Source: an optimization exercise on an open RTL-to-GDS flow (aim: small area, a short achievable clock period and few clock cycles per item). Production flows keep margins and buffers that such runs may drop.
Function was checked by simulation only, so behaviour that the tests miss may differ from the original.
No activity file was given, so power comes from the tool's default toggle rates.

## job 101
==> flow/design.v <==
module sprite_compositor_n #(
  parameter int N_SPRITES = 8,
  parameter int SPR_SIZE  = 16,
  parameter int COORD_W   = 10,
  parameter int PAL_DEPTH = 16,
  parameter int COLOR_W   = 8,
  parameter int SLOT_W    = (N_SPRITES > 1) ? $clog2(N_SPRITES) : 1,
  parameter int SEL_WP    = $clog2(SPR_SIZE + 1),
  parameter int PAL_WP    = (PAL_DEPTH > 1) ? $clog2(PAL_DEPTH) : 1,
  parameter int DATA_W    = ((2 * COORD_W + PAL_WP + 2) > SPR_SIZE) ? (2 * COORD_W + PAL_WP + 2) : SPR_SIZE
) (
  input  logic                 clk_25,
  input  logic                 n_reset,
  input  logic                 wr_en,
  input  logic [SLOT_W-1:0]    wr_slot,
  input  logic [SEL_WP-1:0]    wr_sel,
  input  logic [DATA_W-1:0]    wr_data,
  input  logic                 att_color,
  input  logic [PAL_WP-1:0]    pal_addr,
  input  logic [3*COLOR_W-1:0] data_color,
  input  logic                 coll_clr,
  input  logic                 pix_valid,
  input  logic [COORD_W-1:0]   row,
  input  logic [COORD_W-1:0]   column,
  input  logic [COLOR_W-1:0]   FIFO_Red,
  input  logic [COLOR_W-1:0]   FIFO_Green,
  input  logic [COLOR_W-1:0]   FIFO_Blue,
  output logic [COLOR_W-1:0]   VGA_R,
  output logic [COLOR_W-1:0]   VGA_G,
  output logic [COLOR_W-1:0]   VGA_B,
  output logic                 out_valid,
  output logic [N_SPRITES-1:0] collision
);
  localparam int N     = N_SPRITES;
  localparam int PAL_W = PAL_WP;
  localparam int RGB_W = 3 * COLOR_W;
  logic [N-1:0][15:0][15:0] bmp_q;      
  logic [N-1:0][9:0]        x_q, y_q;   
  logic [N-1:0][PAL_W-1:0]  pi_q;
  logic [N-1:0]             md_q;
  logic [N-1:0]             en_q;
  logic [PAL_DEPTH-1:0][RGB_W-1:0] pal_q;   
  logic [N-1:0]       slot_we, attr_we;
  logic [N-1:0][15:0] row_we;
  logic [PAL_DEPTH-1:0] pal_we;
  always_comb begin
    for (int s = 0; s < N; s++) begin
      slot_we[s] = wr_en && (wr_slot == SLOT_W'(s));
      attr_we[s] = slot_we[s] && (wr_sel == '0);
      for (int r = 0; r < 16; r++)
        row_we[s][r] = slot_we[s] && (wr_sel == SEL_WP'(r + 1));
    end
    for (int p = 0; p < PAL_DEPTH; p++)
      pal_we[p] = att_color && (pal_addr == PAL_W'(p));
  end
  always_ff @(posedge clk_25) begin
    for (int s = 0; s < N; s++) begin
      if (attr_we[s]) begin
        x_q[s]  <= wr_data[9:0];
        y_q[s]  <= wr_data[19:10];
        pi_q[s] <= wr_data[23:20];
        md_q[s] <= wr_data[25];
      end
    end
  end
  logic [15:0]      bmp_din;
  logic [RGB_W-1:0] pal_din;
  logic [N-1:0]     en_din;
  assign bmp_din = wr_data[15:0] & {16{n_reset}};
  assign pal_din = data_color & {RGB_W{n_reset}};
  assign en_din  = {N{wr_data[24] & n_reset}};
  always_ff @(posedge clk_25) begin
    for (int s = 0; s < N; s++) begin
      if (attr_we[s] || !n_reset) en_q[s] <= en_din[s];
      for (int r = 0; r < 16; r++)
        if (row_we[s][r] || !n_reset) bmp_q[s][r] <= bmp_din;
    end
    for (int p = 0; p < PAL_DEPTH; p++)
      if (pal_we[p] || !n_reset) pal_q[p] <= pal_din;
  end
  logic                v0_q, v1_q, v2_q, v3_q, v4_q, ov_q;
  logic [RGB_W-1:0]    bg0_q, bg1_q, bg2_q, bg3_q, bg4_q;
  logic [N-1:0][3:0]   col0_q;
  logic [3:0]          rlo0_q;
  logic [N-1:0]        in0_q;
  logic [N-1:0][15:0]  rb1_q;
  logic [N-1:0][3:0]   dy1_q;
  logic [N-1:0]        in1_q;
  logic [N-1:0]        hit2_q;
  logic [PAL_W-1:0]    pi3_q;
  logic                md3_q, any3_q;
  logic [RGB_W-1:0]    p4_q;
  logic                md4_q, any4_q;
  logic [N-1:0]        coll_q;
  logic [RGB_W-1:0]    rgb_q;
  logic [N-1:0][4:0] lox, loy;    
  logic [N-1:0]      inx, iny;
  logic [N-1:0][5:0] ax, bx, ay, by;
  logic [N-1:0]      in0_d;
  logic [N-1:0][3:0] col0_d;
  always_comb begin
    for (int s = 0; s < N; s++) begin
      lox[s] = {1'b0, column[3:0]} - {1'b0, x_q[s][3:0]};
      loy[s] = {1'b0, row[3:0]}    - {1'b0, y_q[s][3:0]};
      ax[s]  = column[9:4];
      bx[s]  = ~x_q[s][9:4];
      ay[s]  = row[9:4];
      by[s]  = ~y_q[s][9:4];
      inx[s] = ((ax[s] ^ bx[s] ^ {ax[s][4:0] | bx[s][4:0], ~lox[s][4]}) == '0) &&
               (ax[s][5] | bx[s][5]);
      iny[s] = ((ay[s] ^ by[s] ^ {ay[s][4:0] | by[s][4:0], ~loy[s][4]}) == '0) &&
               (ay[s][5] | by[s][5]);
      in0_d[s]  = en_q[s] & inx[s] & iny[s];
      col0_d[s] = ~lox[s][3:0];     
    end
  end
  logic [N-1:0][15:0] rb1_d;
  logic [N-1:0][3:0]  dy1_d;
  always_comb begin
    for (int s = 0; s < N; s++) begin
      for (int r = 0; r < 16; r++)
        rb1_d[s][r] = bmp_q[s][r][col0_q[s]];
      dy1_d[s] = rlo0_q - y_q[s][3:0];
    end
  end
  logic [N-1:0] hit2_d;
  always_comb begin
    for (int s = 0; s < N; s++)
      hit2_d[s] = in1_q[s] & rb1_q[s][dy1_q[s]];
  end
  logic [PAL_W-1:0] pi3_d;
  logic             md3_d, multi;
  always_comb begin
    pi3_d = '0; md3_d = 1'b0;
    for (int s = N - 1; s >= 0; s--)
      if (hit2_q[s]) begin
        pi3_d = pi_q[s];
        md3_d = md_q[s];
      end
  end
  assign multi = (hit2_q & (hit2_q - N'(1))) != '0;
  logic [RGB_W-1:0] p4_d;
  assign p4_d = pal_q[pi3_q];
  logic [RGB_W-1:0] rgb_d;
  logic [COLOR_W:0] sum_r, sum_g, sum_b;
  always_comb begin
    sum_r = {1'b0, p4_q[23:16]} + {1'b0, bg4_q[23:16]};
    sum_g = {1'b0, p4_q[15:8]}  + {1'b0, bg4_q[15:8]};
    sum_b = {1'b0, p4_q[7:0]}   + {1'b0, bg4_q[7:0]};
    if (!any4_q)     rgb_d = bg4_q;
    else if (!md4_q) rgb_d = p4_q;
    else             rgb_d = {sum_r[8:1], sum_g[8:1], sum_b[8:1]};
  end
  always_ff @(posedge clk_25) begin
    bg0_q <= {FIFO_Red, FIFO_Green, FIFO_Blue};
    col0_q <= col0_d; rlo0_q <= row[3:0]; in0_q <= in0_d;
    bg1_q <= bg0_q; rb1_q <= rb1_d; dy1_q <= dy1_d; in1_q <= in0_q;
    bg2_q <= bg1_q; hit2_q <= hit2_d;
    bg3_q <= bg2_q; pi3_q <= pi3_d; md3_q <= md3_d; any3_q <= |hit2_q;
    bg4_q <= bg3_q; p4_q <= p4_d; md4_q <= md3_q; any4_q <= any3_q;
    rgb_q <= rgb_d;
  end
  always_ff @(posedge clk_25 or negedge n_reset) begin
    if (!n_reset) begin
      v0_q <= 1'b0; v1_q <= 1'b0; v2_q <= 1'b0; v3_q <= 1'b0; v4_q <= 1'b0;
    end else begin
      v0_q <= pix_valid; v1_q <= v0_q; v2_q <= v1_q; v3_q <= v2_q; v4_q <= v3_q;
    end
  end
  always_ff @(posedge clk_25) begin
    if (!n_reset) begin
      ov_q <= 1'b0; coll_q <= '0;
    end else begin
      ov_q <= v4_q;
      if (coll_clr)           coll_q <= '0;
      else if (v2_q && multi) coll_q <= coll_q | hit2_q;
    end
  end
  assign VGA_R     = rgb_q[RGB_W-1 -: COLOR_W];
  assign VGA_G     = rgb_q[2*COLOR_W-1 -: COLOR_W];
  assign VGA_B     = rgb_q[COLOR_W-1:0];
  assign out_valid = ov_q;
  assign collision = coll_q;
endmodule
==> flow/config.mk <==
export PLATFORM = sky130hd
export DESIGN_NAME = sprite_compositor_n
export DESIGN_NICKNAME = sprite_compositor_n
export VERILOG_FILES = /design/flow/design.v
export SDC_FILE = /design/flow/constraint.sdc
export NUM_CORES = 4
export LEC_CHECK = 0
export CAP_MARGIN = 20
export CORE_MARGIN = 2
export CORE_UTILIZATION = 40
export SETUP_SLACK_MARGIN = 2.6
export SLEW_MARGIN = 20
==> flow/constraint.sdc <==
create_clock -name core_clock -period 4.5 [get_ports {clk_25}]
set_input_delay 0.9000 -clock core_clock [delete_from_list [all_inputs] [get_ports {clk_25}]]
set_output_delay 0.9000 -clock core_clock [all_outputs]
set_load 0.01 [all_outputs]
standard.sh (not shown) runs the stock make flow with config.mk's settings and CLKGATE_MAP_FILE= SYNTH_SCRIPT=/design/flow/synth_recipe.tcl, a recipe that flattens the netlist after the stock synthesis.
==> flow/flow/run.sh <==
#!/bin/bash
# Standard layout with two changes: clock tree synthesis adds no dummy balancing
# loads and clusters sinks into larger groups, and the port buffers are plain
# buf_4 cells (which the resizer can size up) instead of delay buffers.
set -e
cp standard.sh standard_copy.log
export CTS_ARGS="-sink_clustering_enable -repair_clock_nets -dont_use_dummy_load -sink_clustering_size 25 -sink_clustering_max_diameter 120"
export BUFFER_PORTS_ARGS="-buffer_cell sky130_fd_sc_hd__buf_4"
bash standard.sh > standard.log 2>&1
Testbench counts of job 101, summed over its fixed seeds: cycles 33,536, pixels 32,768.
### job 101 -> job 102
--- a/flow/design.v
+++ b/flow/design.v
@@ -36,5 +36,5 @@
   localparam int RGB_W = 3 * COLOR_W;
   logic [N-1:0][15:0][15:0] bmp_q;      
-  logic [N-1:0][9:0]        x_q, y_q;   
+  logic [N-1:0][9:0]        x_q, y_q;
   logic [N-1:0][PAL_W-1:0]  pi_q;
   logic [N-1:0]             md_q;
@@ -54,25 +54,19 @@
       pal_we[p] = att_color && (pal_addr == PAL_W'(p));
   end
+  logic [DATA_W-1:0] wr_din;
+  logic [RGB_W-1:0]  pal_din;
+  assign wr_din  = wr_data & {DATA_W{n_reset}};
+  assign pal_din = data_color & {RGB_W{n_reset}};
   always_ff @(posedge clk_25) begin
     for (int s = 0; s < N; s++) begin
-      if (attr_we[s]) begin
-        x_q[s]  <= wr_data[9:0];
-        y_q[s]  <= wr_data[19:10];
-        pi_q[s] <= wr_data[23:20];
-        md_q[s] <= wr_data[25];
+      if (attr_we[s] || !n_reset) begin
+        x_q[s]  <= wr_din[9:0];
+        y_q[s]  <= wr_din[19:10];
+        pi_q[s] <= wr_din[23:20];
+        en_q[s] <= wr_din[24];
+        md_q[s] <= wr_din[25];
       end
-    end
-  end
-  logic [15:0]      bmp_din;
-  logic [RGB_W-1:0] pal_din;
-  logic [N-1:0]     en_din;
-  assign bmp_din = wr_data[15:0] & {16{n_reset}};
-  assign pal_din = data_color & {RGB_W{n_reset}};
-  assign en_din  = {N{wr_data[24] & n_reset}};
-  always_ff @(posedge clk_25) begin
-    for (int s = 0; s < N; s++) begin
-      if (attr_we[s] || !n_reset) en_q[s] <= en_din[s];
       for (int r = 0; r < 16; r++)
-        if (row_we[s][r] || !n_reset) bmp_q[s][r] <= bmp_din;
+        if (row_we[s][r] || !n_reset) bmp_q[s][r] <= wr_din[15:0];
     end
     for (int p = 0; p < PAL_DEPTH; p++)
## What came out
Core utilization (higher): job 102
Compared to job 101, job 102 has register fraction of the total cell area 0.50 points lower.
Job 102 improves on job 101 in worst setup skew after layout.
Going from job 101 to job 102, antenna cell count now larger; sequential power now larger; non-clock buffer count now larger; count of hold-fix buffers inserted at cts now larger.
Summary — wire length of the first global-routing pass, job 102 relative to job 101: lower, by about 2.6%.
Compared with job 101, in job 102 final non-filler cell area shows an increase of 0.76%, power density normalized to cell area shows an increase of about 7%.
Looking at area overhead of the layout relative to synthesis, job 102 sits 0.85 points above job 101.
Job 102 vs job 101: total vias in the final route down slightly
All of job 101 and job 102 finish clean.
Testbench counts of job 102, summed over its fixed seeds: cycles 33,536, pixels 32,768.

-- what the ideal ports hide --
The results above use ideal ports. As a check the final layouts listed here were re-extracted and re-timed, cells and wires unchanged.
Step 1 (the two cells are an assumption about what drives the block):
set clk [get_ports {clk_25}]
set_driving_cell -lib_cell sky130_fd_sc_hd__clkbuf_16 $clk
set_driving_cell -lib_cell sky130_fd_sc_hd__buf_2 [delete_from_list [all_inputs] $clk]
Step 2, shift: input delay + t, output delay - t, t = (earliest + latest rising clock arrival at the registers) / 2. This alone moves slack from input paths to output paths.
a / b / c = no drivers / after step 1 / after step 2; a / b = the first two.
run | shift t [ns] | setup WS [ns] | hold slack, ns
job 101 | 0.921 | 2.265 / 2.166 / 1.679 | 0.147 / 0.081 / 0.271
job 102 | 0.922 | 2.304 / 2.209 / 1.594 | 0.177 / 0.108 / 0.307
After both steps every run listed still meets setup and hold. For job 102, which loses most, drivers alone change the setup slack by -0.095 ns; drivers and shift together by -0.710 ns.
